From an optimization exercise on the open Yosys and OpenROAD flow, aimed at small area; shortcuts taken in it are not production practice.
Where RTL was checked, it was by simulation tests only, not by an equivalence proof against the original.
Power figures rest on the tool's default switching activity, not on a simulated workload.

==> inputs of run a <==
## renameStage
module renameStage (
  input  logic                                        CLK,
  input  logic                                        RESET,
  input  logic                                        FREEZE,
  input  logic                                        decodeEmpty,
  output logic                                        decodePop,
  input  logic [4:0]                                  srcArch1,
  input  logic [4:0]                                  srcArch2,
  input  logic [4:0]                                  destArch,
  input  logic                                        regWrite,
  input  logic                                        link,
  input  logic                                        memRead,
  input  logic                                        memWrite,
  input  logic [63:0]                                 payload,
  input  logic                                        iqFull,
  input  logic                                        lsqFull,
  input  logic                                        robFull,
  input  logic [5:0]                                  robTail,
  output logic                                        iqPush,
  output logic                                        lsqPush,
  output logic                                        robPush,
  output logic [94:0]                                 issuePacket,
  input  logic                                        freeReq,
  input  logic [5:0]                                  freeTag,
  output logic                                        freeFull,
  input  logic                                        restoreReq,
  input  logic [191:0]                                restoreMap
);
clock: 4.0 ns
lec_check: 0
cap_margin: 20
core_margin: 2
core_utilization: 40
gpl_timing_driven: 0
slew_margin: 20
synth_hierarchical: 1
standard.sh (not shown) runs the stock make flow with config.mk's settings and CLKGATE_MAP_FILE= SYNTH_SCRIPT=/design/flow/synth_recipe.tcl, a recipe that flattens the netlist after the stock synthesis.
==> flow/flow/run.sh <==
#!/bin/bash
# Standard ORFS layout with smaller port buffers and no CTS dummy loads.
cp standard.sh standard_sh_copy.log
export BUFFER_PORTS_ARGS="-buffer_cell sky130_fd_sc_hd__buf_1"
export CTS_ARGS="-sink_clustering_enable -repair_clock_nets -dont_use_dummy_load"
bash standard.sh > standard.log 2>&1
==> run b: changes against run a <==
--- a/flow/design.v
+++ b/flow/design.v
@@ -35,10 +35,20 @@
         y[b] = y[b] & ~(d[W*l + b] & s[l]);
       end
     end
   end
 endmodule
+module rsOai21Row #(
+  parameter int W = 32
+) (
+  input  logic [W-1:0] a,
+  input  logic [W-1:0] b,
+  input  logic         c,
+  output logic [W-1:0] y
+);
+  assign y = ~((a | b) & {W{c}});
+endmodule
 module rsNor2 (
   input  logic a,
   input  logic b,
   output logic y
 );
@@ -72,26 +82,39 @@
       y[b] = INV ? y[b] : ~y[b];
     end
   end
 endmodule
 module rsDecode #(
-  parameter int W = 6
+  parameter int W      = 6,
+  parameter bit USE_EN = 1'b1,
+  parameter bit FORCE  = 1'b0
 ) (
   input  logic           en,
+  input  logic           force_,
   input  logic [W-1:0]   a,
   output logic [2**W-1:0] y
 );
   localparam int WL = W / 2;
   localparam int WH = W - WL;
   logic [2**WL-1:0] loN;
   logic [2**WH-1:0] hiN;
   always_comb begin
-    for (int i = 0; i < 2**WL; i++) loN[i] = ~(en & (a[WL-1:0] == WL'(i)));
+    for (int i = 0; i < 2**WL; i++) loN[i] = ~((en | ~USE_EN) & (a[WL-1:0] == WL'(i)));
     for (int i = 0; i < 2**WH; i++) hiN[i] = ~(a[W-1:WL] == WH'(i));
   end
-  for (genvar i = 0; i < 2**W; i++) begin : g_out
-    rsNor2 u_nor (.a(loN[i % (2**WL)]), .b(hiN[i / (2**WL)]), .y(y[i]));
+  if (FORCE) begin : g_force
+    logic [2**W-1:0] loX;
+    logic [2**W-1:0] hiX;
+    for (genvar i = 0; i < 2**W; i++) begin : g_x
+      assign loX[i] = loN[i % (2**WL)];
+      assign hiX[i] = hiN[i / (2**WL)];
+    end
+    rsOai21Row #(.W(2**W)) u_oai (.a(loX), .b(hiX), .c(~force_), .y(y));
+  end else begin : g_plain
+    for (genvar i = 0; i < 2**W; i++) begin : g_out
+      rsNor2 u_nor (.a(loN[i % (2**WL)]), .b(hiN[i / (2**WL)]), .y(y[i]));
+    end
   end
 endmodule
 module renameTable (
   input  logic                                        RESET,
   input  logic [6*renamePkg::ARCH_REGS-1:0]           mapN,
@@ -111,23 +134,21 @@
   localparam int W = renamePkg::TAG_WIDTH;
   logic         selRestore;
   logic         loadAll;
   logic [W-1:0] fillZero;    
   logic [W-1:0] fillOne;     
-  logic [N-1:0] writeSel;
   logic [N-1:0] sel1;
   logic [N-1:0] sel2;
   assign selRestore = RESET & restoreReq;
   assign loadAll    = ~RESET | restoreReq;
   assign fillZero   = (RESET & ~restoreReq) ? writeTag : '0;
   assign fillOne    = ~RESET ? '1 : restoreReq ? '0 : writeTag;
-  rsDecode #(.W(5)) u_decW (.en(renameWrite), .a(writeArch), .y(writeSel));
-  rsDecode #(.W(5)) u_dec1 (.en(1'b1), .a(srcArch1), .y(sel1));
-  rsDecode #(.W(5)) u_dec2 (.en(1'b1), .a(srcArch2), .y(sel2));
+  rsDecode #(.W(5), .FORCE(1'b1)) u_decW (.en(renameWrite), .force_(loadAll), .a(writeArch), .y(mapLoad));
+  rsDecode #(.W(5), .USE_EN(1'b0)) u_dec1 (.en(1'b0), .force_(1'b0), .a(srcArch1), .y(sel1));
+  rsDecode #(.W(5), .USE_EN(1'b0)) u_dec2 (.en(1'b0), .force_(1'b0), .a(srcArch2), .y(sel2));
   for (genvar i = 0; i < N; i++) begin : g_entry
     logic [W-1:0] fill;
-    assign mapLoad[i] = loadAll | writeSel[i];
     for (genvar b = 0; b < W; b++) begin : g_bit
       assign fill[b] = ((i >> b) & 1) ? fillOne[b] : fillZero[b];
     end
     rsAoi21Row #(.W(W)) u_next (
       .a(selRestore),
@@ -139,36 +160,34 @@
   rsSelect #(.K(N), .W(W), .INV(1'b1)) u_rd1 (.d(mapN), .s(sel1), .y(physSrc1));
   rsSelect #(.K(N), .W(W), .INV(1'b1)) u_rd2 (.d(mapN), .s(sel2), .y(physSrc2));
 endmodule
 module freeList (
   input  logic [6*renamePkg::PHYS_REGS-1:0] fifoMem,
-  input  logic [renamePkg::TAG_WIDTH:0]     lastPtr,
+  input  logic [renamePkg::TAG_WIDTH:0]     rdPtr,
   input  logic [renamePkg::TAG_WIDTH:0]     wrPtr,
   input  logic                              firstPass,
   input  logic                              popReq,
-  output renamePkg::physTag_t               lastTag,
+  output renamePkg::physTag_t               headTag,
   output logic                              empty,
   output logic                              doPop,
   output logic                              doPush,
   input  logic                              pushReq,
   output logic                              full,
   output logic [renamePkg::PHYS_REGS-1:0]   slotLoad
 );
   localparam int W = renamePkg::TAG_WIDTH;
   localparam int P = renamePkg::PHYS_REGS;
-  logic [W:0]   headPtr;
   logic [P-1:0] rdSel;
-  assign headPtr = lastPtr + 1'b1;
-  assign empty = (wrPtr == headPtr);
-  assign full  = (wrPtr[W-1:0] == headPtr[W-1:0]) && (wrPtr[W] != headPtr[W]);
+  assign empty = (wrPtr == rdPtr);
+  assign full  = (wrPtr[W-1:0] == rdPtr[W-1:0]) && (wrPtr[W] != rdPtr[W]);
   assign doPop  = popReq && !empty;
   assign doPush = pushReq && !full;
-  rsDecode #(.W(W)) u_decW (.en(doPush), .a(wrPtr[W-1:0]), .y(slotLoad));
-  rsDecode #(.W(W)) u_decR (.en(!firstPass), .a(lastPtr[W-1:0]), .y(rdSel));
+  rsDecode #(.W(W)) u_decW (.en(doPush), .force_(1'b0), .a(wrPtr[W-1:0]), .y(slotLoad));
+  rsDecode #(.W(W)) u_decR (.en(!firstPass), .force_(1'b0), .a(rdPtr[W-1:0]), .y(rdSel));
   renamePkg::physTag_t rdData;
   rsSelect #(.K(P), .W(W)) u_rd (.d(fifoMem), .s(rdSel), .y(rdData));
-  assign lastTag = rdData | (firstPass ? {1'b1, lastPtr[W-2:0]} : '0);
+  assign headTag = rdData | (firstPass ? {1'b1, rdPtr[W-2:0]} : '0);
 endmodule
 module dispatchControl (
   input  logic FREEZE,
   input  logic decodeEmpty,
   input  logic regWrite,
@@ -226,23 +245,24 @@
   logic [W*N-1:0] mapNextN;
   logic [N-1:0]   mapLoad;
   logic [W-1:0] fifoMem [P];
   logic [W*P-1:0] fifoFlat;
   logic [P-1:0]   slotLoad;
-  logic [W:0]     lastPtr;
+  logic [W:0]     rdPtr;
   logic [W:0]     wrPtr;
   logic           firstPass;
-  renamePkg::archReg_t lastSrc1;
-  renamePkg::archReg_t lastSrc2;
+  renamePkg::physTag_t lastPhys1;
+  renamePkg::physTag_t lastPhys2;
   renamePkg::archReg_t lastDest;
   logic                lastDestNeeded;
   logic                lastIsMem;
   logic [63:0]         lastPayload;
   renamePkg::robIdx_t  lastRobTail;
   renamePkg::physTag_t physSrc1;
   renamePkg::physTag_t physSrc2;
-  renamePkg::physTag_t allocTag;
+  renamePkg::physTag_t headTag;
+  renamePkg::physTag_t lastTag;
   logic                freeEmpty;
   logic                doPop;
   logic                doPush;
   logic                destNeeded;
   logic                isMem;
@@ -254,29 +274,29 @@
     assign fifoFlat[W*i +: W] = fifoMem[i];
   end
   renameTable i_renameTable (
     .RESET      (RESET),
     .mapN       (mapFlatN),
-    .srcArch1   (lastSrc1),
-    .srcArch2   (lastSrc2),
+    .srcArch1   (srcArch1),
+    .srcArch2   (srcArch2),
     .physSrc1   (physSrc1),
     .physSrc2   (physSrc2),
-    .renameWrite(robPush && lastDestNeeded),
-    .writeArch  (lastDest),
-    .writeTag   (allocTag),
+    .renameWrite(advance && destNeeded),
+    .writeArch  (destArch),
+    .writeTag   (headTag),
     .restoreReq (restoreReq),
     .restoreMap (restoreMap),
     .mapNextN   (mapNextN),
     .mapLoad    (mapLoad)
   );
   freeList i_freeList (
     .fifoMem  (fifoFlat),
-    .lastPtr  (lastPtr),
+    .rdPtr    (rdPtr),
     .wrPtr    (wrPtr),
     .firstPass(firstPass),
     .popReq   (advance && destNeeded),
-    .lastTag  (allocTag),
+    .headTag  (headTag),
     .empty    (freeEmpty),
     .doPop    (doPop),
     .doPush   (doPush),
     .pushReq  (freeReq),
     .full     (freeFull),
@@ -312,17 +332,17 @@
       end
     end
   end
   always_ff @(posedge CLK) begin
     if (!RESET) begin
-      lastPtr <= '1;
+      rdPtr <= '0;
       wrPtr <= (W+1)'(renamePkg::FREE_TAGS);
       firstPass <= 1'b1;
     end else begin
       if (doPop) begin
-        lastPtr <= lastPtr + 1'b1;
-        if (lastPtr[W-1:0] == W'(renamePkg::FREE_TAGS - 1)) begin
+        rdPtr <= rdPtr + 1'b1;
+        if (rdPtr[W-1:0] == W'(renamePkg::FREE_TAGS - 1)) begin
           firstPass <= 1'b0;
         end
       end
       if (doPush) begin
         wrPtr <= wrPtr + 1'b1;
@@ -335,19 +355,19 @@
     end else begin
       robPush <= advance;
     end
   end
   always_ff @(posedge CLK) begin
-    lastSrc1 <= srcArch1;
-    lastSrc2 <= srcArch2;
+    lastPhys1 <= physSrc1;
+    lastPhys2 <= physSrc2;
     lastDest <= destArch;
     lastDestNeeded <= destNeeded;
     lastIsMem <= isMem;
     lastPayload <= payload;
     lastRobTail <= robTail;
+    lastTag <= destNeeded ? headTag : '0;
   end
   assign iqPush = robPush && !lastIsMem;
   assign lsqPush = robPush && lastIsMem;
-  assign issuePacket = {lastPayload, lastRobTail, physSrc1, physSrc2,
-                        lastDestNeeded ? allocTag : 6'd0,
+  assign issuePacket = {lastPayload, lastRobTail, lastPhys1, lastPhys2, lastTag,
                         lastDest, lastDestNeeded, lastIsMem};
 endmodule
==> flow/flow/run.sh (replaced) <==
#!/bin/bash
# Standard ORFS layout (the standard.sh, standard synthesis
# unchanged) with buf_1 port buffers and a CTS without dummy loads
# and with larger sink clusters. Each tool's output goes to the
# ORFS logs; make's own output goes to standard.log.
export BUFFER_PORTS_ARGS="-buffer_cell sky130_fd_sc_hd__buf_1"
export CTS_ARGS="-sink_clustering_enable -repair_clock_nets -dont_use_dummy_load -sink_clustering_size 26 -sink_clustering_max_diameter 90"
bash standard.sh > standard.log 2>&1
- CAP_MARGIN: 20 -> 5
- SETUP_SLACK_MARGIN: not set -> 0.1
- SLEW_MARGIN: 20 -> 5
==> run c: changes against run a <==
--- a/flow/design.v
+++ b/flow/design.v
@@ -139,36 +139,34 @@
   rsSelect #(.K(N), .W(W), .INV(1'b1)) u_rd1 (.d(mapN), .s(sel1), .y(physSrc1));
   rsSelect #(.K(N), .W(W), .INV(1'b1)) u_rd2 (.d(mapN), .s(sel2), .y(physSrc2));
 endmodule
 module freeList (
   input  logic [6*renamePkg::PHYS_REGS-1:0] fifoMem,
-  input  logic [renamePkg::TAG_WIDTH:0]     lastPtr,
+  input  logic [renamePkg::TAG_WIDTH:0]     rdPtr,
   input  logic [renamePkg::TAG_WIDTH:0]     wrPtr,
   input  logic                              firstPass,
   input  logic                              popReq,
-  output renamePkg::physTag_t               lastTag,
+  output renamePkg::physTag_t               headTag,
   output logic                              empty,
   output logic                              doPop,
   output logic                              doPush,
   input  logic                              pushReq,
   output logic                              full,
   output logic [renamePkg::PHYS_REGS-1:0]   slotLoad
 );
   localparam int W = renamePkg::TAG_WIDTH;
   localparam int P = renamePkg::PHYS_REGS;
-  logic [W:0]   headPtr;
   logic [P-1:0] rdSel;
-  assign headPtr = lastPtr + 1'b1;
-  assign empty = (wrPtr == headPtr);
-  assign full  = (wrPtr[W-1:0] == headPtr[W-1:0]) && (wrPtr[W] != headPtr[W]);
+  assign empty = (wrPtr == rdPtr);
+  assign full  = (wrPtr[W-1:0] == rdPtr[W-1:0]) && (wrPtr[W] != rdPtr[W]);
   assign doPop  = popReq && !empty;
   assign doPush = pushReq && !full;
   rsDecode #(.W(W)) u_decW (.en(doPush), .a(wrPtr[W-1:0]), .y(slotLoad));
-  rsDecode #(.W(W)) u_decR (.en(!firstPass), .a(lastPtr[W-1:0]), .y(rdSel));
+  rsDecode #(.W(W)) u_decR (.en(!firstPass), .a(rdPtr[W-1:0]), .y(rdSel));
   renamePkg::physTag_t rdData;
   rsSelect #(.K(P), .W(W)) u_rd (.d(fifoMem), .s(rdSel), .y(rdData));
-  assign lastTag = rdData | (firstPass ? {1'b1, lastPtr[W-2:0]} : '0);
+  assign headTag = rdData | (firstPass ? {1'b1, rdPtr[W-2:0]} : '0);
 endmodule
 module dispatchControl (
   input  logic FREEZE,
   input  logic decodeEmpty,
   input  logic regWrite,
@@ -226,23 +224,24 @@
   logic [W*N-1:0] mapNextN;
   logic [N-1:0]   mapLoad;
   logic [W-1:0] fifoMem [P];
   logic [W*P-1:0] fifoFlat;
   logic [P-1:0]   slotLoad;
-  logic [W:0]     lastPtr;
+  logic [W:0]     rdPtr;
   logic [W:0]     wrPtr;
   logic           firstPass;
-  renamePkg::archReg_t lastSrc1;
-  renamePkg::archReg_t lastSrc2;
+  renamePkg::physTag_t lastPhys1;
+  renamePkg::physTag_t lastPhys2;
   renamePkg::archReg_t lastDest;
   logic                lastDestNeeded;
   logic                lastIsMem;
   logic [63:0]         lastPayload;
   renamePkg::robIdx_t  lastRobTail;
   renamePkg::physTag_t physSrc1;
   renamePkg::physTag_t physSrc2;
-  renamePkg::physTag_t allocTag;
+  renamePkg::physTag_t headTag;
+  renamePkg::physTag_t lastTag;
   logic                freeEmpty;
   logic                doPop;
   logic                doPush;
   logic                destNeeded;
   logic                isMem;
@@ -254,29 +253,29 @@
     assign fifoFlat[W*i +: W] = fifoMem[i];
   end
   renameTable i_renameTable (
     .RESET      (RESET),
     .mapN       (mapFlatN),
-    .srcArch1   (lastSrc1),
-    .srcArch2   (lastSrc2),
+    .srcArch1   (srcArch1),
+    .srcArch2   (srcArch2),
     .physSrc1   (physSrc1),
     .physSrc2   (physSrc2),
-    .renameWrite(robPush && lastDestNeeded),
-    .writeArch  (lastDest),
-    .writeTag   (allocTag),
+    .renameWrite(advance && destNeeded),
+    .writeArch  (destArch),
+    .writeTag   (headTag),
     .restoreReq (restoreReq),
     .restoreMap (restoreMap),
     .mapNextN   (mapNextN),
     .mapLoad    (mapLoad)
   );
   freeList i_freeList (
     .fifoMem  (fifoFlat),
-    .lastPtr  (lastPtr),
+    .rdPtr    (rdPtr),
     .wrPtr    (wrPtr),
     .firstPass(firstPass),
     .popReq   (advance && destNeeded),
-    .lastTag  (allocTag),
+    .headTag  (headTag),
     .empty    (freeEmpty),
     .doPop    (doPop),
     .doPush   (doPush),
     .pushReq  (freeReq),
     .full     (freeFull),
@@ -312,17 +311,17 @@
       end
     end
   end
   always_ff @(posedge CLK) begin
     if (!RESET) begin
-      lastPtr <= '1;
+      rdPtr <= '0;
       wrPtr <= (W+1)'(renamePkg::FREE_TAGS);
       firstPass <= 1'b1;
     end else begin
       if (doPop) begin
-        lastPtr <= lastPtr + 1'b1;
-        if (lastPtr[W-1:0] == W'(renamePkg::FREE_TAGS - 1)) begin
+        rdPtr <= rdPtr + 1'b1;
+        if (rdPtr[W-1:0] == W'(renamePkg::FREE_TAGS - 1)) begin
           firstPass <= 1'b0;
         end
       end
       if (doPush) begin
         wrPtr <= wrPtr + 1'b1;
@@ -335,19 +334,19 @@
     end else begin
       robPush <= advance;
     end
   end
   always_ff @(posedge CLK) begin
-    lastSrc1 <= srcArch1;
-    lastSrc2 <= srcArch2;
+    lastPhys1 <= physSrc1;
+    lastPhys2 <= physSrc2;
     lastDest <= destArch;
     lastDestNeeded <= destNeeded;
     lastIsMem <= isMem;
     lastPayload <= payload;
     lastRobTail <= robTail;
+    lastTag <= destNeeded ? headTag : '0;
   end
   assign iqPush = robPush && !lastIsMem;
   assign lsqPush = robPush && lastIsMem;
-  assign issuePacket = {lastPayload, lastRobTail, physSrc1, physSrc2,
-                        lastDestNeeded ? allocTag : 6'd0,
+  assign issuePacket = {lastPayload, lastRobTail, lastPhys1, lastPhys2, lastTag,
                         lastDest, lastDestNeeded, lastIsMem};
 endmodule
- SETUP_SLACK_MARGIN: not set -> 0.1
==> run notes <==
item	run b	run a	run c
Result of the run	no timing/DRC/antenna violations	finished with violations	no timing/DRC/antenna violations
Violated checks	-	negative setup slack	-
GP Congestion	1.00	0.950	0.964
Cell repeated most along the worst path	nand4_1	nand4_1	-
Pin count of the biggest net entering global routing	105	55	81
Worst Setup Path Type	reg2reg	reg2out	reg2reg
Die area	0.0666 mm2	0.0669 mm2	0.0670 mm2
Worst-Margin Slew	1.06 ns	1.16 ns	0.950 ns
Cell Count, Final, Fillers Out	2956	3076	3037
Via count	18800	19200	18900
Sequential cell count	687	679	687
Count of buffers added by post-CTS timing repair for setup	12	39	12
DR WL/cell	27.8 um	27.7 um	27.7 um
TritonCTS Buffers	34	74	73
Maximum achievable frequency	263 MHz	235 MHz	257 MHz
Post-layout min period	3.80 ns	4.26 ns	3.89 ns
Type of destination of the critical path	flip-flop	primary output	flip-flop
Worst IR Drop VDD	0.000289 V	0.000380 V	0.000287 V
Portion of total power attributed to the clock network	0.291	0.388	0.391
Worst path required time	4.38 ns	3.20 ns	4.37 ns
Core outline area	0.0641 mm2	0.0643 mm2	0.0643 mm2
Source-to-sink clock delay at the later pin of the worst-skew pair	0.59 ns	0.63 ns	0.64 ns
H-Tree Depth	2	3	3
Period utilization	0.950	1.06	0.972
Sum of internal, switching and leakage power	12.5 mW	14.7 mW	14.5 mW
Function not checked in run a: the RTL went through the layout flow alone.

separate check: timing with driven ports:
In the flow no input, the clock included, has a driving cell. The finished layouts below were timed again as built, in two steps.
Step 1, drivers: a clkbuf_16 drives CLK and a buf_2 each remaining input, both assumed.
Step 2 moves the port delays by t, midway between the first and last clock arrival at a register: inputs arrive t later, outputs are due t later. That takes back most of the time a late clock gives input paths.
Three values: ideal ports, drivers, drivers and shift; two values: the first two.
run | shift t [ns] | setup WS [ns] | worst hold slack (ns)
run a | 0.658 | -0.258 / -0.327 / 0.183 | 0.265 / 0.219 / 0.503
run b | 0.628 | 0.199 / 0.199 / 0.199 | 0.313 / 0.275 / 0.541
run c | 0.649 | 0.111 / 0.111 / 0.111 | 0.257 / 0.216 / 0.536
